This design comes from an exercise in tuning for small area on the open sky130 flow, not from production work.
The RTL was checked by simulation tests, not by an equivalence proof against the original design.
No activity file was given, so power comes from the tool's default toggle rates.

==> v20: inputs <==
// arf
module arf (
   input  logic         clk,
   input  logic         reset,
   input  logic [19:0]  src,
   input  logic [11:0]  set1,
   input  logic [11:0]  set2,
   input  logic [43:0]  com1,
   input  logic [43:0]  com2,
   output logic [155:0] operand
);
==> module multiport_array, before the edit <==
module multiport_array #(
   parameter int WIDTH = arf_pkg::DATA_LEN
) (
   input  logic                                   clk,
   input  logic                                   reset,
   input  arf_pkg::src_regs_t                     raddr,
   output logic [arf_pkg::SRC_NUM-1:0][WIDTH-1:0] rdata,
   input  logic                                   we1,
   input  logic                                   we2,
   input  arf_pkg::reg_idx_t                      waddr1,
   input  arf_pkg::reg_idx_t                      waddr2,
   input  logic [WIDTH-1:0]                       wdata1,
   input  logic [WIDTH-1:0]                       wdata2
);
   logic [WIDTH-1:0] mem [arf_pkg::REG_NUM];
   arf_pkg::reg_idx_t         rd_idx [arf_pkg::SRC_NUM];
   assign rd_idx[0] = raddr.rs1_1;
   assign rd_idx[1] = raddr.rs2_1;
   assign rd_idx[2] = raddr.rs1_2;
   assign rd_idx[3] = raddr.rs2_2;
   always_comb begin
      for (int i = 0; i < arf_pkg::SRC_NUM; i++) begin
         rdata[i] = mem[rd_idx[i]];    
      end
   end
   always_ff @(posedge clk) begin
      if (reset) begin
         for (int i = 0; i < arf_pkg::REG_NUM; i++) begin
            mem[i] <= '0;
         end
      end else begin
         if (we1) begin
            mem[waddr1] <= wdata1;
         end
         if (we2) begin
            mem[waddr2] <= wdata2;    
         end
      end
   end
endmodule
==> module rename_table, before the edit <==
module rename_table (
   input  logic                                     clk,
   input  logic                                     reset,
   input  arf_pkg::src_regs_t                       src,
   input  arf_pkg::rename_set_t                     set1,
   input  arf_pkg::rename_set_t                     set2,
   input  arf_pkg::commit_t                         com1,
   input  arf_pkg::commit_t                         com2,
   output logic [arf_pkg::SRC_NUM-1:0][arf_pkg::RRF_SEL-1:0] src_tag,
   output logic [arf_pkg::SRC_NUM-1:0]              src_busy
);
   logic [arf_pkg::REG_NUM-1:0]              busy_q;
   arf_pkg::src_regs_t                       com_addr;
   logic [arf_pkg::SRC_NUM-1:0][arf_pkg::RRF_SEL-1:0] com_tag;
   logic                            set_hits_com1;
   logic                            set_hits_com2;
   logic                            clr1;
   logic                            clr2;
   multiport_array #(
      .WIDTH (arf_pkg::RRF_SEL)
   ) u_tag (
      .clk    (clk),
      .reset  (reset),
      .raddr  (src),
      .rdata  (src_tag),
      .we1    (set1.valid),
      .we2    (set2.valid),
      .waddr1 (set1.dst),
      .waddr2 (set2.dst),
      .wdata1 (set1.tag),
      .wdata2 (set2.tag)
   );
   assign com_addr = {com1.dst, com2.dst, com1.dst, com2.dst};
   multiport_array #(
      .WIDTH (arf_pkg::RRF_SEL)
   ) u_tag_com (
      .clk    (clk),
      .reset  (reset),
      .raddr  (com_addr),
      .rdata  (com_tag),
      .we1    (set1.valid),
      .we2    (set2.valid),
      .waddr1 (set1.dst),
      .waddr2 (set2.dst),
      .wdata1 (set1.tag),
      .wdata2 (set2.tag)
   );
   assign set_hits_com1 = (set1.valid && (set1.dst == com1.dst)) ||
                          (set2.valid && (set2.dst == com1.dst));
   assign set_hits_com2 = (set1.valid && (set1.dst == com2.dst)) ||
                          (set2.valid && (set2.dst == com2.dst));
   assign clr1 = com1.valid && (com_tag[0] == com1.tag) && !set_hits_com1;
   assign clr2 = com2.valid && (com_tag[1] == com2.tag) && !set_hits_com2;
   always_ff @(posedge clk) begin
      if (reset) begin
         busy_q <= '0;
      end else begin
         if (clr1) begin
            busy_q[com1.dst] <= 1'b0;
         end
         if (clr2) begin
            busy_q[com2.dst] <= 1'b0;
         end
         if (set1.valid) begin
            busy_q[set1.dst] <= 1'b1;
         end
         if (set2.valid) begin
            busy_q[set2.dst] <= 1'b1;
         end
      end
   end
   assign src_busy[0] = busy_q[src.rs1_1];
   assign src_busy[1] = busy_q[src.rs2_1];
   assign src_busy[2] = busy_q[src.rs1_2];
   assign src_busy[3] = busy_q[src.rs2_2];
endmodule
==> module arf, before the edit <==
module arf (
   input  logic         clk,
   input  logic         reset,
   input  logic [19:0]  src,
   input  logic [11:0]  set1,
   input  logic [11:0]  set2,
   input  logic [43:0]  com1,
   input  logic [43:0]  com2,
   output logic [155:0] operand
);
   arf_pkg::src_regs_t                        src_s;
   arf_pkg::rename_set_t                      set1_s;
   arf_pkg::rename_set_t                      set2_s;
   arf_pkg::commit_t                          com1_s;
   arf_pkg::commit_t                          com2_s;
   logic [arf_pkg::SRC_NUM-1:0][arf_pkg::DATA_LEN-1:0] src_data;
   logic [arf_pkg::SRC_NUM-1:0][arf_pkg::RRF_SEL-1:0]  src_tag;
   logic [arf_pkg::SRC_NUM-1:0]               src_busy;
   logic                             data_we1;
   logic                             data_we2;
   assign src_s  = src;
   assign set1_s = set1;
   assign set2_s = set2;
   assign com1_s = com1;
   assign com2_s = com2;
   assign data_we1 = com1_s.valid && (com1_s.dst != '0);
   assign data_we2 = com2_s.valid && (com2_s.dst != '0);
   multiport_array #(
      .WIDTH (arf_pkg::DATA_LEN)
   ) u_data (
      .clk    (clk),
      .reset  (reset),
      .raddr  (src_s),
      .rdata  (src_data),
      .we1    (data_we1),
      .we2    (data_we2),
      .waddr1 (com1_s.dst),
      .waddr2 (com2_s.dst),
      .wdata1 (com1_s.data),
      .wdata2 (com2_s.data)
   );
   rename_table u_rename (
      .clk      (clk),
      .reset    (reset),
      .src      (src_s),
      .set1     (set1_s),
      .set2     (set2_s),
      .com1     (com1_s),
      .com2     (com2_s),
      .src_tag  (src_tag),
      .src_busy (src_busy)
   );
   always_comb begin
      for (int i = 0; i < arf_pkg::SRC_NUM; i++) begin
         operand[39*i +: 39] = {src_data[i], src_tag[i], src_busy[i]};
      end
   end
endmodule
clock: 6.0 ns
lec_check: 0
cap_margin: 20
core_margin: 2
core_utilization: 35
slew_margin: 20
run.sh (not shown) runs the stock make flow with config.mk's settings and CLKGATE_MAP_FILE= SYNTH_SCRIPT=/design/flow/synth_recipe.tcl, a recipe that flattens the netlist after the stock synthesis.
==> v27: changes against v20 <==
--- a/flow/design.v
+++ b/flow/design.v
@@ -32,12 +32,17 @@
 endpackage
 `timescale 1ns/1ns
 module multiport_array #(
-   parameter int WIDTH = arf_pkg::DATA_LEN
+   parameter int WIDTH = arf_pkg::DATA_LEN,
+   parameter bit ZERO0 = 1'b0    
 ) (
    input  logic                                   clk,
    input  logic                                   reset,
    input  arf_pkg::src_regs_t                     raddr,
    output logic [arf_pkg::SRC_NUM-1:0][WIDTH-1:0] rdata,
+   input  arf_pkg::reg_idx_t                      xaddr1,    
+   input  arf_pkg::reg_idx_t                      xaddr2,
+   output logic [WIDTH-1:0]                       xdata1,
+   output logic [WIDTH-1:0]                       xdata2,
    input  logic                                   we1,
    input  logic                                   we2,
    input  arf_pkg::reg_idx_t                      waddr1,
@@ -53,12 +58,14 @@
    assign rd_idx[3] = raddr.rs2_2;
    always_comb begin
       for (int i = 0; i < arf_pkg::SRC_NUM; i++) begin
-         rdata[i] = mem[rd_idx[i]];    
-      end
-   end
+         rdata[i] = (ZERO0 && rd_idx[i] == '0) ? '0 : mem[rd_idx[i]];    
+      end
+   end
+   assign xdata1 = (ZERO0 && xaddr1 == '0) ? '0 : mem[xaddr1];
+   assign xdata2 = (ZERO0 && xaddr2 == '0) ? '0 : mem[xaddr2];
    always_ff @(posedge clk) begin
       if (reset) begin
-         for (int i = 0; i < arf_pkg::REG_NUM; i++) begin
+         for (int i = (ZERO0 ? 1 : 0); i < arf_pkg::REG_NUM; i++) begin
             mem[i] <= '0;
          end
       end else begin
@@ -84,8 +91,7 @@
    output logic [arf_pkg::SRC_NUM-1:0]              src_busy
 );
    logic [arf_pkg::REG_NUM-1:0]              busy_q;
-   arf_pkg::src_regs_t                       com_addr;
-   logic [arf_pkg::SRC_NUM-1:0][arf_pkg::RRF_SEL-1:0] com_tag;
+   logic [1:0][arf_pkg::RRF_SEL-1:0]         com_tag;
    logic                            set_hits_com1;
    logic                            set_hits_com2;
    logic                            clr1;
@@ -97,21 +103,10 @@
       .reset  (reset),
       .raddr  (src),
       .rdata  (src_tag),
-      .we1    (set1.valid),
-      .we2    (set2.valid),
-      .waddr1 (set1.dst),
-      .waddr2 (set2.dst),
-      .wdata1 (set1.tag),
-      .wdata2 (set2.tag)
-   );
-   assign com_addr = {com1.dst, com2.dst, com1.dst, com2.dst};
-   multiport_array #(
-      .WIDTH (arf_pkg::RRF_SEL)
-   ) u_tag_com (
-      .clk    (clk),
-      .reset  (reset),
-      .raddr  (com_addr),
-      .rdata  (com_tag),
+      .xaddr1 (com1.dst),
+      .xaddr2 (com2.dst),
+      .xdata1 (com_tag[0]),
+      .xdata2 (com_tag[1]),
       .we1    (set1.valid),
       .we2    (set2.valid),
       .waddr1 (set1.dst),
@@ -177,12 +172,17 @@
    assign data_we1 = com1_s.valid && (com1_s.dst != '0);
    assign data_we2 = com2_s.valid && (com2_s.dst != '0);
    multiport_array #(
-      .WIDTH (arf_pkg::DATA_LEN)
+      .WIDTH (arf_pkg::DATA_LEN),
+      .ZERO0 (1'b1)
    ) u_data (
       .clk    (clk),
       .reset  (reset),
       .raddr  (src_s),
       .rdata  (src_data),
+      .xaddr1 ('0),
+      .xaddr2 ('0),
+      .xdata1 (),
+      .xdata2 (),
       .we1    (data_we1),
       .we2    (data_we2),
       .waddr1 (com1_s.dst),
Settings changed: CTS_CLUSTER_DIAMETER set to 80, CTS_CLUSTER_SIZE set to 25.
==> comparison table <==
metric                                                                           v20                  v27
Starting DRT DRC Count                                                         14100                15000
Met1 usage in global routing                                                   40.2%                40.2%
Final Net Count                                                                 6311                 6360
Worst reg2reg path endpoint                                      u_rename.busy_q[27]  u_rename.busy_q[20]
Post-Synthesis Cells                                                            6192                 6236
Sequential Power                                                            0.0108 W             0.0107 W
Total power density per cell area                                         241 mW/mm2           226 mW/mm2
Routed length on met1                                                         155 mm               153 mm
Critical-path top delay cell                                                  mux4_2              mux2i_1
Final Cell Area                                                            0.109 mm2            0.109 mm2
Clock buffers created by TritonCTS                                               149                   96
Outcome                                                     timing/DRC/antenna clean  timing/DRC/antenna clean
CTS HTree Levels                                                                   4                    3
Last weighted congestion value of the routability-driven placer                 1.00                 1.03
Fraction of area in multi-input gates                                          50.6%                51.2%
Clk slew on worst S/H paths                                                  0.06 ns              0.09 ns

[re-timing with driven ports]
The results above use ideal ports. As a check the final layouts listed here were re-extracted and re-timed, cells and wires unchanged.
Step 1 sets driving cells, clkbuf_16 on the clock port and buf_2 on the other inputs (assumed; they add their load-dependent delay and slew).
Step 2 times the ports against the registers' clock, not the clock port: input delays grow and output delays shrink by t, the midpoint of the rising clock arrivals with the driver on.
Slacks: no drivers / after step 1 / after step 2; pairs: no drivers / after step 1.
run | shift t [ns] | setup WS [ns] | worst hold slack (ns) | latest minus earliest clock arrival (ns)
v20 | 0.930 | 0.703 / 0.649 / 0.620 | 0.601 / 0.601 / 0.601 | 0.055 / 0.055
v27 | 0.934 | 0.037 / -0.016 / -0.016 | 0.547 / 0.547 / 0.547 | 0.075 / 0.075
Met with ideal ports but missed after step 2: setup timing in v27. For v20, which loses most, drivers alone change the setup slack by -0.054 ns; drivers and shift together by -0.083 ns.
